Source: an optimization exercise on an open RTL-to-GDS flow (aim: small area, a short achievable clock period and few clock cycles per item). Production flows keep margins and buffers that such runs may drop.
Where RTL was checked, it was by simulation tests only, not by an equivalence proof against the original.

## spmm_top
module spmm_top (
    input  logic              clk,
    input  logic              reset,
    input  logic              load_en,
    input  logic              load_sel,
    input  spmm_pkg::idx_t    load_addr,
    input  spmm_pkg::elem_t   load_data,
    input  spmm_pkg::prec_t   precision,
    input  logic              start,
    output logic              busy,
    output logic              done,
    output logic              sel_valid,
    output spmm_pkg::engine_t sel_engine,
    output spmm_pkg::cnt_t    macs_executed,
    output spmm_pkg::cnt_t    macs_skipped,
    input  spmm_pkg::idx_t    result_addr,
    output spmm_pkg::prod_t   result_data
);
Size in the first run: about 3600 cells after synthesis, ~720 flip-flops, roughly 60 I/O pins, ~0.036 mm^2 of cells after synthesis.
export LEC_CHECK = 0
export ABC_AREA = 1
export CAP_MARGIN = 20
export CORE_MARGIN = 2
export CORE_UTILIZATION = 40
export CTS_CLUSTER_DIAMETER = 60
export CTS_CLUSTER_SIZE = 40
export SETUP_SLACK_MARGIN = 4.5
export SLEW_MARGIN = 20
export TNS_END_PERCENT = 10
create_clock -name core_clock -period 7.0 [get_ports {clk}]
run.sh (not shown) runs the stock make flow with config.mk's settings and CLKGATE_MAP_FILE= SYNTH_SCRIPT=/design/flow/synth_recipe.tcl, a recipe that flattens the netlist after the stock synthesis.
The baseline completed without violations.
Testbench counts at the start, summed over its fixed seeds: cycles 7,957, jobs 192.
==> next run, changes <==
Settings changed: CTS_CLUSTER_SIZE 40 to 30, TNS_END_PERCENT 10 to 2.
Effect: The new run ran to the end with no violations; worst setup slack is worse by 0.028 ns; design area is lower by 1.1%; die area stays the same; clock skew is lower by 0.0062 ns; synthesized cell count is unchanged.
==> next run, changes <==
Settings changed: ABC_AREA 1 to not set, CTS_CLUSTER_DIAMETER 60 to not set, CTS_CLUSTER_SIZE 30 to not set, TNS_END_PERCENT 2 to not set.
=> The new run went through all stages and came out clean. Sequential share of layout area decreases by 3.1 points. Synthesized cell count decreases by 21%. Final area increases by 7.8%. Non-clock buffer count increases by 165. Global-route usage increases by 1.4 points. Area after synthesis decreases by 3.1%. Hold slack is worse by 0.0081 ns.
==> next run, changes <==
Settings changed: ABC_AREA set to 1, CTS_CLUSTER_DIAMETER set to 80, CTS_CLUSTER_SIZE set to 30, SETUP_SLACK_MARGIN 4.5 to 4.4, TNS_END_PERCENT set to 10.
The changed run completed without violations; final cell count is higher by about 14%; design area drops by 8.3%; wire length went down by 4.5%; sequential share of layout area rose by 3.6 points; area after synthesis goes up by 3.2%; first-iteration DRC count falls by about 7%; setup slack gets better by 0.20 ns; maximum frequency went up by 7.5%.
==> next run, changes <==
Settings changed: CORE_UTILIZATION 40 to 50, CTS_CLUSTER_DIAMETER 80 to 60, SETUP_SLACK_MARGIN 4.4 to 4.5.
Result: The new run completed with no timing, DRC or antenna violations; cell count decreases by 3.5%; via count increases by 4.0%; worst hold slack is better by 0.014 ns; global-route usage increases by 7.6 points.

========
Setup of before:
Another version of the RTL of spmm_top (not shown whole).
For scale: about 2800 cells after synthesis, about 780 flip-flops, about 60 I/O pins, about 37000 um^2 of cells after synthesis.
clock: 7.0 ns
lec_check: 0
abc_clock_period_in_ps: 3000
cap_margin: 20
core_margin: 2
core_utilization: 40
setup_slack_margin: 4.5
slew_margin: 20
What after does differently from before at the input level:
-- flow/config.mk --
<<< before, line 6
export NUM_CORES = 4
export LEC_CHECK = 0
export ABC_CLOCK_PERIOD_IN_PS = 3000
export CAP_MARGIN = 20
export CORE_MARGIN = 2
>>> after, line 6
export NUM_CORES = 4
export LEC_CHECK = 0
export CAP_MARGIN = 20
export CORE_MARGIN = 2
## What came out
before and after ended up with nearly the same clock edge transition at the registers on the reported setup and hold paths.
Later-pin clock latency in the skew report of before is on par with after.
Going from before to after, worst hold slack essentially unchanged, clock network area share essentially unchanged, number of setup violations in the final report essentially unchanged.
In terms of pin count of the biggest net entering global routing, before and after differ only marginally.
Die area came out exactly the same in before and after.
As far as storage element area goes, after and before are indistinguishable; the numbers are identical.
Diff after..before | standard-cell row count | unchanged
As far as non-clock buffer count goes, before and after are indistinguishable; the numbers are identical.
No run of this note included a check of the RTL's function; only the layout flow was run.

========
spmm_top, a different RTL version from the one above (not shown whole).
For scale: roughly 60 I/O pins, ~37000 um2 of cells after synthesis.
Settings: LEC_CHECK=0, CAP_MARGIN=20, CORE_MARGIN=2, CORE_UTILIZATION=40, SETUP_SLACK_MARGIN=4.5, SLEW_MARGIN=20; clock period 7.0 ns.
Testbench counts at the start, summed over its fixed seeds: cycles 8,139, jobs 192.
Then changed:
--- a/flow/config.mk
+++ b/flow/config.mk
@@ -8,5 +8,7 @@
 export CAP_MARGIN = 20
 export CORE_MARGIN = 2
-export CORE_UTILIZATION = 40
-export SETUP_SLACK_MARGIN = 4.5
+export CORE_UTILIZATION = 60
+export CTS_CLUSTER_DIAMETER = 60
+export CTS_CLUSTER_SIZE = 30
+export SETUP_SLACK_MARGIN = 5.0
 export SLEW_MARGIN = 20
Outcome: The new run finished clean; sequential cell count stays the same; critical path depth grows by 1; worst setup slack loses 5.6 ps.
Then changed:
--- a/flow/config.mk
+++ b/flow/config.mk
@@ -8,7 +8,7 @@
 export CAP_MARGIN = 20
 export CORE_MARGIN = 2
-export CORE_UTILIZATION = 60
+export CORE_UTILIZATION = 40
 export CTS_CLUSTER_DIAMETER = 60
 export CTS_CLUSTER_SIZE = 30
-export SETUP_SLACK_MARGIN = 5.0
+export SETUP_SLACK_MARGIN = 4.5
 export SLEW_MARGIN = 20
Effect:
- maximum frequency goes down by 1.8%
- design area goes down by 9.1%
Then changed:
--- a/flow/config.mk
+++ b/flow/config.mk
@@ -6,4 +6,5 @@
 export NUM_CORES = 4
 export LEC_CHECK = 0
+export ABC_AREA = 1
 export CAP_MARGIN = 20
 export CORE_MARGIN = 2
=> Critical path depth does not change. Die area goes up by 2.2%. Area after synthesis climbs by about 2.2%. First-iteration DRC count climbs by 22%. Hold slack loses 13 ps. Cell count went up by 14%. Worst setup slack gets better by 110 ps. Cell area came out higher by about 3%.

========
Setup of JK:
spmm_top again, from the RTL that the note above started with.
make LEC_CHECK=0 ABC_AREA=1 CAP_MARGIN=20 CORE_MARGIN=2 CORE_UTILIZATION=40 SETUP_SLACK_MARGIN=4.5 SLEW_MARGIN=20 finish   # period 7.0 ns
Testbench counts of JK, summed over its fixed seeds: cycles 8,139, jobs 192.
Here is what was changed in the inputs of MS compared with JK.
Settings: a deleted ABC_AREA that had been 1; a change of SETUP_SLACK_MARGIN from 4.5 to 5.0.
[summary]
JK → MS: minimum clock period after layout went up by 0.065 ns, setup slack now smaller.
MS against JK; count of routing violations after the opening detailed-route iteration is up by a few percent.
Relative to JK, the via count of MS is lower by 202.
Going from JK to MS, non-clock buffer count grew by more than half.

========
== v1 ==
RTL: one of the versions met above, not the one the previous note started from.
Size: ~3600 cells after synthesis, ~720 flip-flops, about 60 I/O pins, roughly 36000 um2 of cells after synthesis.
clock: 7.0 ns
lec_check: 0
abc_area: 1
cap_margin: 20
core_margin: 2
core_utilization: 40
cts_cluster_diameter: 80
cts_cluster_size: 30
gpl_routability_driven: 0
setup_slack_margin: 4.5
slew_margin: 20
tns_end_percent: 10
Testbench counts of v1, summed over its fixed seeds: cycles 7,957, jobs 192.
Relative to v1, the following input files were edited for v49:
Settings: clearing GPL_ROUTABILITY_DRIVEN, which used to be 0.
### Flow results
From v49 to v1, sequential share of layout area did not move at all.
Changes observed in v49 relative to v1: number of instances in the placed design comparable; cell count comparable; synthesized cell count comparable; standard-cell row count comparable.
v49 against v1: routed wire length level.
Edits applied to the flow inputs when going from v49 to v22:
Settings: swapping 80 for 45 in CTS_CLUSTER_DIAMETER; swapping 30 for 36 in CTS_CLUSTER_SIZE.
## What came out
Total routing usage reported by global routing: v22 > v49
Diff v49..v22 | worst setup slack | negligible
Wire length of the first global-routing pass (lower): v49

========
run 1:
Starting RTL as in the previous note.
export LEC_CHECK = 0
export ABC_AREA = 1
export CAP_MARGIN = 20
export CORE_MARGIN = 2
export CORE_UTILIZATION = 40
export CTS_CLUSTER_DIAMETER = 60
export CTS_CLUSTER_SIZE = 30
export SETUP_SLACK_MARGIN = 4.8
export SLEW_MARGIN = 20
export TNS_END_PERCENT = 5
create_clock -name core_clock -period 7.0 [get_ports {clk}]
Run 1 finished all stages; the layout is clean.
Testbench counts of run 1, summed over its fixed seeds: cycles 7,957, jobs 192.
## Diff of input files: run 2 against run 1
Settings: changing SETUP_SLACK_MARGIN from 4.8 to 4.5; changing TNS_END_PERCENT from 5 to 10; removing ABC_AREA (formerly 1).
Results
Total of fill cells in the finished design: run 2 lower than run 1
Re number of top-level design ports: no difference whatsoever between run 2 and run 1.
Re synthesized area divided by synthesized cell count: run 2 and run 1 aren't equal, and the lower value belongs to run 1.
Compared with run 1, run 2 shows a higher worst endpoint data arrival time.
Delta (run 2 minus run 1): length in cells of the worst reg-to-reg path now sits higher; count of cell instances traversed by the critical path now sits higher; hold path depth now sits higher.
Input changes introduced in run 3 (baseline for comparison: run 2):
Settings: setting ABC_AREA to 1 for the first time; removing TNS_END_PERCENT (formerly 10).
[summary]
- Run 3 against run 2: aggregate routed wire length went up 5300 um, layout overhead on the synthesized area went down 1.1 points, depth of the most critical reg-to-reg path went down 3, global-route total usage across every layer went up 0.64 points.
- Run 3 reports its cell type of the slowest stage on the worst timing path as fa_2 while run 2 reports or4_4.
- The maximum clock frequency of run 3 is higher than that of run 2.
The following lists how run 4 was set up differently from run 3:
Settings: TNS_END_PERCENT now 10, previously not set.
## What came out
Run 4 vs. run 3: post-CTS setup repair buffer count now smaller, global-route wire length before repair now smaller, fraction of area in registers now larger, routed metal-1 wirelength now smaller, fmax comparable.
Diff run 3 and run 4: area growth from synthesis to layout lower in run 4
[compare] base=run 3 new=run 4: top-level I/O count closely matched the old numbers; post-route clock period utilization closely matched the old numbers.

========
Another version of the RTL of spmm_top (not shown whole).
Size in the first run: about 690 flip-flops, about 0.036 sq mm of cells after synthesis.
==> flow/config.mk <==
export PLATFORM = sky130hd
export DESIGN_NAME = spmm_top
export DESIGN_NICKNAME = spmm_top
export VERILOG_FILES = /design/flow/design.v
export SDC_FILE = /design/flow/constraint.sdc
export NUM_CORES = 4
export LEC_CHECK = 0
export ABC_AREA = 1
export CAP_MARGIN = 20
export CORE_MARGIN = 2
export CORE_UTILIZATION = 40
export CTS_CLUSTER_DIAMETER = 80
export CTS_CLUSTER_SIZE = 30
export SETUP_SLACK_MARGIN = 4.5
export SLEW_MARGIN = 20
export TNS_END_PERCENT = 10
==> flow/constraint.sdc <==
create_clock -name core_clock -period 7.0 [get_ports {clk}]
set_input_delay 1.4000 -clock core_clock [delete_from_list [all_inputs] [get_ports {clk}]]
set_output_delay 1.4000 -clock core_clock [all_outputs]
set_load 0.01 [all_outputs]
Testbench counts at the start, summed over its fixed seeds: cycles 7,957, jobs 192.
==> next run, changes <==
CTS_CLUSTER_DIAMETER = 60   (was 80)
After rerunning:
- synthesized area stays the same
- global-route usage went up by 0.59 points
- via count increases by 0.86%
- count of clock-buffer cells in the layout climbs by 28

========
Another version of the RTL of spmm_top (not shown whole).
For scale: about 750 flip-flops, ~60 I/O pins, about 37,000 sq um of cells after synthesis.
clock: 7.0 ns
lec_check: 0
cap_margin: 20
core_margin: 2
core_utilization: 40
setup_slack_margin: 4.0
slew_margin: 20
Rerun with:
SETUP_SLACK_MARGIN = unset   (was 4.0)
=>
- via count goes down by about 5%
- maximum frequency goes down by about 23%
- final area shrinks by 6.8%
- clock skew fell by 16 ps
- setup slack gets worse by 1200 ps
No functional check of the RTL was part of any run of this note.

========
trial 50:
Another version of the RTL of spmm_top (not shown whole).
Size in the first run: roughly 720 flip-flops, ~60 I/O pins, about 37000 sq um of cells after synthesis.
Settings: LEC_CHECK=0, ABC_AREA=1, CAP_MARGIN=20, CORE_MARGIN=2, CORE_UTILIZATION=40, CTS_CLUSTER_DIAMETER=60, CTS_CLUSTER_SIZE=30, SETUP_SLACK_MARGIN=4.5, SLEW_MARGIN=20; clock period 7.0 ns.
No stage failed in trial 50, and the final checks on the layout all came back clean.
Edits applied to the flow inputs when going from trial 50 to build 1:
Settings: TNS_END_PERCENT newly set to 10.
Results
Relative to trial 50, maximum operating frequency has decreased by 1.5% in build 1. Build 1 ended with more met1 track utilization from global routing than trial 50.
No run of this note included a check of the RTL's function; only the layout flow was run.

## afterwards: timing with drivers on the ports
The results above use ideal ports. As a check the final layouts listed here were re-extracted and re-timed, cells and wires unchanged.
Step 1 assumes that a clkbuf_16 drives the clock port and a buf_2 every other input.
Step 2 times the ports against the registers' clock, not the clock port: input delays grow and output delays shrink by t, the midpoint of the rising clock arrivals with the driver on.
Three values: ideal, step 1, step 2; two values: the first two.
run | shift t [ns] | slack for setup (ns) | worst register clock-pin slew, ns
the first run of note 1 | 0.734 | 4.333 / 4.283 / 3.759 | 0.09 / 0.09
the second run of note 1 | 0.730 | 4.305 / 4.286 / 3.641 | 0.10 / 0.10
the third run of note 1 | 0.702 | 4.102 / 4.102 / 3.717 | 0.07 / 0.07
the fourth run of note 1 | 0.680 | 4.305 / 4.238 / 3.581 | 0.12 / 0.12
the fifth run of note 1 | 0.719 | 4.332 / 4.287 / 3.752 | 0.10 / 0.10
before | 0.714 | 3.755 / 3.755 / 3.755 | 0.07 / 0.07
after | 0.714 | 3.755 / 3.755 / 3.755 | 0.07 / 0.07
the first run of note 3 | 0.701 | 4.254 / 4.254 / 3.799 | 0.07 / 0.07
the second run of note 3 | 0.702 | 4.249 / 4.249 / 3.891 | 0.11 / 0.11
the third run of note 3 | 0.712 | 4.199 / 4.199 / 3.810 | 0.09 / 0.09
the fourth run of note 3 | 0.739 | 4.314 / 4.305 / 3.762 | 0.11 / 0.11
JK | 0.722 | 4.321 / 4.317 / 3.821 | 0.07 / 0.07
MS | 0.718 | 4.255 / 4.255 / 3.944 | 0.07 / 0.07
v1 | 0.683 | 4.307 / 4.240 / 3.675 | 0.12 / 0.12
v49 | 0.683 | 4.307 / 4.240 / 3.675 | 0.12 / 0.12
v22 | 0.719 | 4.309 / 4.283 / 3.729 | 0.07 / 0.07
run 1 | 0.726 | 4.277 / 4.263 / 3.908 | 0.09 / 0.09
run 2 | 0.710 | 4.187 / 4.160 / 3.654 | 0.09 / 0.09
run 3 | 0.722 | 4.329 / 4.318 / 3.843 | 0.10 / 0.10
run 4 | 0.734 | 4.333 / 4.283 / 3.759 | 0.09 / 0.09
the first run of note 7 | 0.671 | 4.370 / 4.308 / 3.882 | 0.11 / 0.11
the second run of note 7 | 0.684 | 4.337 / 4.324 / 3.864 | 0.09 / 0.09
the first run of note 8 | 0.703 | 3.056 / 3.056 / 3.056 | 0.06 / 0.06
the second run of note 8 | 0.700 | 1.856 / 1.856 / 1.856 | 0.07 / 0.07
trial 50 | 0.746 | 4.354 / 4.301 / 3.875 | 0.10 / 0.10
build 1 | 0.736 | 4.313 / 4.254 / 3.655 | 0.10 / 0.10
After both steps every run listed still meets setup and hold. For the fourth run of note 1, which loses most, drivers alone change the setup slack by -0.067 ns; drivers and shift together by -0.724 ns.
